Source: an optimization exercise on an open RTL-to-GDS flow (aim: small area and a short achievable clock period). Production flows keep margins and buffers that such runs may drop.
Only simulation tests tie the RTL to the original design; equivalence was not proved.
No activity file was given, so power comes from the tool's default toggle rates.

// yapp_rx_router
module yapp_rx_router #(
    parameter int DATA_W     = yapp_rx_pkg::DEF_DATA_W,
    parameter int NUM_CH     = yapp_rx_pkg::DEF_NUM_CH,
    parameter int ADDR_W     = yapp_rx_pkg::DEF_ADDR_W,
    parameter int FIFO_DEPTH = yapp_rx_pkg::DEF_FIFO_DEPTH
) (
    input  logic                       clock,
    input  logic                       reset,
    input  logic [DATA_W-1:0]          in_data,
    input  logic                       in_data_vld,
    output logic                       in_suspend,
    output logic                       error,
    output logic [NUM_CH*DATA_W-1:0]   ch_data,
    output logic [NUM_CH-1:0]          ch_vld,
    input  logic [NUM_CH-1:0]          ch_rd,
    output logic [15:0]                drop_cnt
);
Size in the first run: roughly 4400 cells after synthesis, about 1800 flip-flops, ~0.069 mm² of cells after synthesis.
Settings: LEC_CHECK=0, ABC_CLOCK_PERIOD_IN_PS=2400, CAP_MARGIN=20, CORE_MARGIN=2, CORE_UTILIZATION=55, CTS_CLUSTER_DIAMETER=60, CTS_CLUSTER_SIZE=24, PLACE_DENSITY=0.7, SETUP_SLACK_MARGIN=3.3, SLEW_MARGIN=20; clock period 5.5 ns.
standard.sh (not shown) runs the stock make flow with config.mk's settings and CLKGATE_MAP_FILE= SYNTH_SCRIPT=/design/flow/synth_recipe.tcl, a recipe that flattens the netlist after the stock synthesis.
==> flow/flow/run.sh <==
#!/bin/bash
# The standard layout, with clock tree synthesis told not to add dummy loads.
# Each tool's output goes to standard.log in this folder; ORFS keeps its
# per-step logs under orfs/logs.
set -euo pipefail
bash standard.sh finish \
  "CTS_ARGS=-sink_clustering_enable -repair_clock_nets -sink_clustering_size 24 -sink_clustering_max_diameter 60 -dont_use_dummy_load" \
  > standard.log 2>&1
Next try:
==> flow/flow/run.sh (replaced) <==
#!/bin/bash
# The standard layout, with clock tree synthesis told not to add dummy loads.
# Each tool's output goes to standard.log in this folder; ORFS keeps its
# per-step logs under orfs/logs.
set -euo pipefail
bash standard.sh finish \
  "CTS_ARGS=-sink_clustering_enable -repair_clock_nets -sink_clustering_size 18 -sink_clustering_max_diameter 50 -dont_use_dummy_load -root_buf sky130_fd_sc_hd__clkbuf_16 -buf_list \"sky130_fd_sc_hd__clkbuf_8 sky130_fd_sc_hd__clkbuf_16\"" \
  > standard.log 2>&1
--- a/flow/config.mk
+++ b/flow/config.mk
@@ -9,8 +9,8 @@
 export CAP_MARGIN = 20
 export CORE_MARGIN = 2
-export CORE_UTILIZATION = 55
+export CORE_UTILIZATION = 45
 export CTS_CLUSTER_DIAMETER = 60
 export CTS_CLUSTER_SIZE = 24
-export PLACE_DENSITY = 0.7
-export SETUP_SLACK_MARGIN = 3.3
+export PLACE_DENSITY = 0.62
+export SETUP_SLACK_MARGIN = 3.1
 export SLEW_MARGIN = 20
=> The changed run did not get past clock tree synthesis (4_1_cts), error STA-0564; area after synthesis is unchanged; synthesized cell count is unchanged.
Next try:
==> flow/flow/run.sh (replaced) <==
#!/bin/bash
# The standard layout, with clock tree synthesis told not to add dummy loads.
# Each tool's output goes to standard.log in this folder; ORFS keeps its
# per-step logs under orfs/logs.
set -euo pipefail
bash standard.sh finish \
  "CTS_ARGS=-sink_clustering_enable -repair_clock_nets -sink_clustering_size 24 -sink_clustering_max_diameter 60 -dont_use_dummy_load" \
  > standard.log 2>&1
--- a/flow/config.mk
+++ b/flow/config.mk
@@ -9,8 +9,8 @@
 export CAP_MARGIN = 20
 export CORE_MARGIN = 2
-export CORE_UTILIZATION = 45
+export CORE_UTILIZATION = 55
 export CTS_CLUSTER_DIAMETER = 60
 export CTS_CLUSTER_SIZE = 24
-export PLACE_DENSITY = 0.62
+export PLACE_DENSITY = 0.7
 export SETUP_SLACK_MARGIN = 3.1
 export SLEW_MARGIN = 20
The new run completed with no timing, DRC or antenna violations.
Synthesized area stays the same.
Synthesized cell count stays the same.
Next try:
==> flow/flow/run.sh (replaced) <==
#!/bin/bash
# The standard layout, with clock tree synthesis told not to add dummy loads.
# Each tool's output goes to standard.log in this folder; ORFS keeps its
# per-step logs under orfs/logs.
set -euo pipefail
bash standard.sh finish \
  "CTS_ARGS=-sink_clustering_enable -repair_clock_nets -sink_clustering_size 32 -sink_clustering_max_diameter 70 -dont_use_dummy_load" \
  > standard.log 2>&1
--- a/flow/config.mk
+++ b/flow/config.mk
@@ -10,6 +10,6 @@
 export CORE_MARGIN = 2
 export CORE_UTILIZATION = 55
-export CTS_CLUSTER_DIAMETER = 60
-export CTS_CLUSTER_SIZE = 24
+export CTS_CLUSTER_DIAMETER = 70
+export CTS_CLUSTER_SIZE = 32
 export PLACE_DENSITY = 0.7
 export SETUP_SLACK_MARGIN = 3.1
=> Synthesized cell count stays the same. Cell area is lower slightly. Die area does not change. Routed wire length stays flat. Sequential power is about the same. Worst setup slack degrades by 0.0087 ns. Area after synthesis does not change. Non-clock buffer count goes up by 21. Clock power went down by roughly a tenth.
Next try:
==> flow/flow/run.sh (replaced) <==
#!/bin/bash
# The standard layout, with clock tree synthesis told not to add dummy loads.
# Each tool's output goes to standard.log in this folder; ORFS keeps its
# per-step logs under orfs/logs.
set -euo pipefail
bash standard.sh finish \
  "CTS_ARGS=-sink_clustering_enable -repair_clock_nets -sink_clustering_size 24 -sink_clustering_max_diameter 60 -dont_use_dummy_load" \
  > standard.log 2>&1
--- a/flow/config.mk
+++ b/flow/config.mk
@@ -10,7 +10,7 @@
 export CORE_MARGIN = 2
 export CORE_UTILIZATION = 55
-export CTS_CLUSTER_DIAMETER = 70
-export CTS_CLUSTER_SIZE = 32
+export CTS_CLUSTER_DIAMETER = 60
+export CTS_CLUSTER_SIZE = 24
 export PLACE_DENSITY = 0.7
-export SETUP_SLACK_MARGIN = 3.1
+export SETUP_SLACK_MARGIN = 2.9
 export SLEW_MARGIN = 20
Total power went up by 3.1%.
Wire length went down by 0.88%.
Sequential power barely changes.
Critical path depth went up by 6.
Final area is about the same.
Clock-buffer cell count went up by 32.
First-iteration DRC count went down by 5.5%.
Clock power went up by 18%.
Area after synthesis is unchanged.
Worst setup slack degrades by 0.15 ns.

==> separate check: timing with driven ports <==
In the flow no input, the clock included, has a driving cell. The finished layouts below were timed again as built, in two steps. Step 1 (the two cells are an assumption about what drives the block):
set clk [get_ports {clock}]
set_driving_cell -lib_cell sky130_fd_sc_hd__clkbuf_16 $clk
set_driving_cell -lib_cell sky130_fd_sc_hd__buf_2 [delete_from_list [all_inputs] $clk]
Step 2 also shifts input and output timing later by t, the mid clock arrival at the registers, as if the neighbouring blocks saw the same clock. Three values: no drivers, after step 1, after step 2; two values: the first two.
| run | t (ns) | setup slack, ns | hold WS [ns] | latest minus earliest clock arrival (ns) | pins driven straight from the clock port |
|---|---|---|---|---|---|
| the first run | 0.783 | 2.969 / 2.893 / 2.451 | 0.281 / 0.306 / 0.481 | 0.086 / 0.086 | 1 |
| the third run | 0.768 | 3.032 / 2.956 / 2.401 | 0.334 / 0.314 / 0.468 | 0.079 / 0.079 | 1 |
| the fourth run | 0.740 | 3.023 / 2.949 / 2.429 | 0.327 / 0.308 / 0.472 | 0.093 / 0.093 | 1 |
| the fifth run | 0.777 | 2.870 / 2.857 / 2.262 | 0.369 / 0.349 / 0.484 | 0.106 / 0.106 | 1 |
After both steps every run listed still meets setup and hold. For the third run, which loses most, drivers alone change the setup slack by -0.076 ns; drivers and shift together by -0.631 ns.
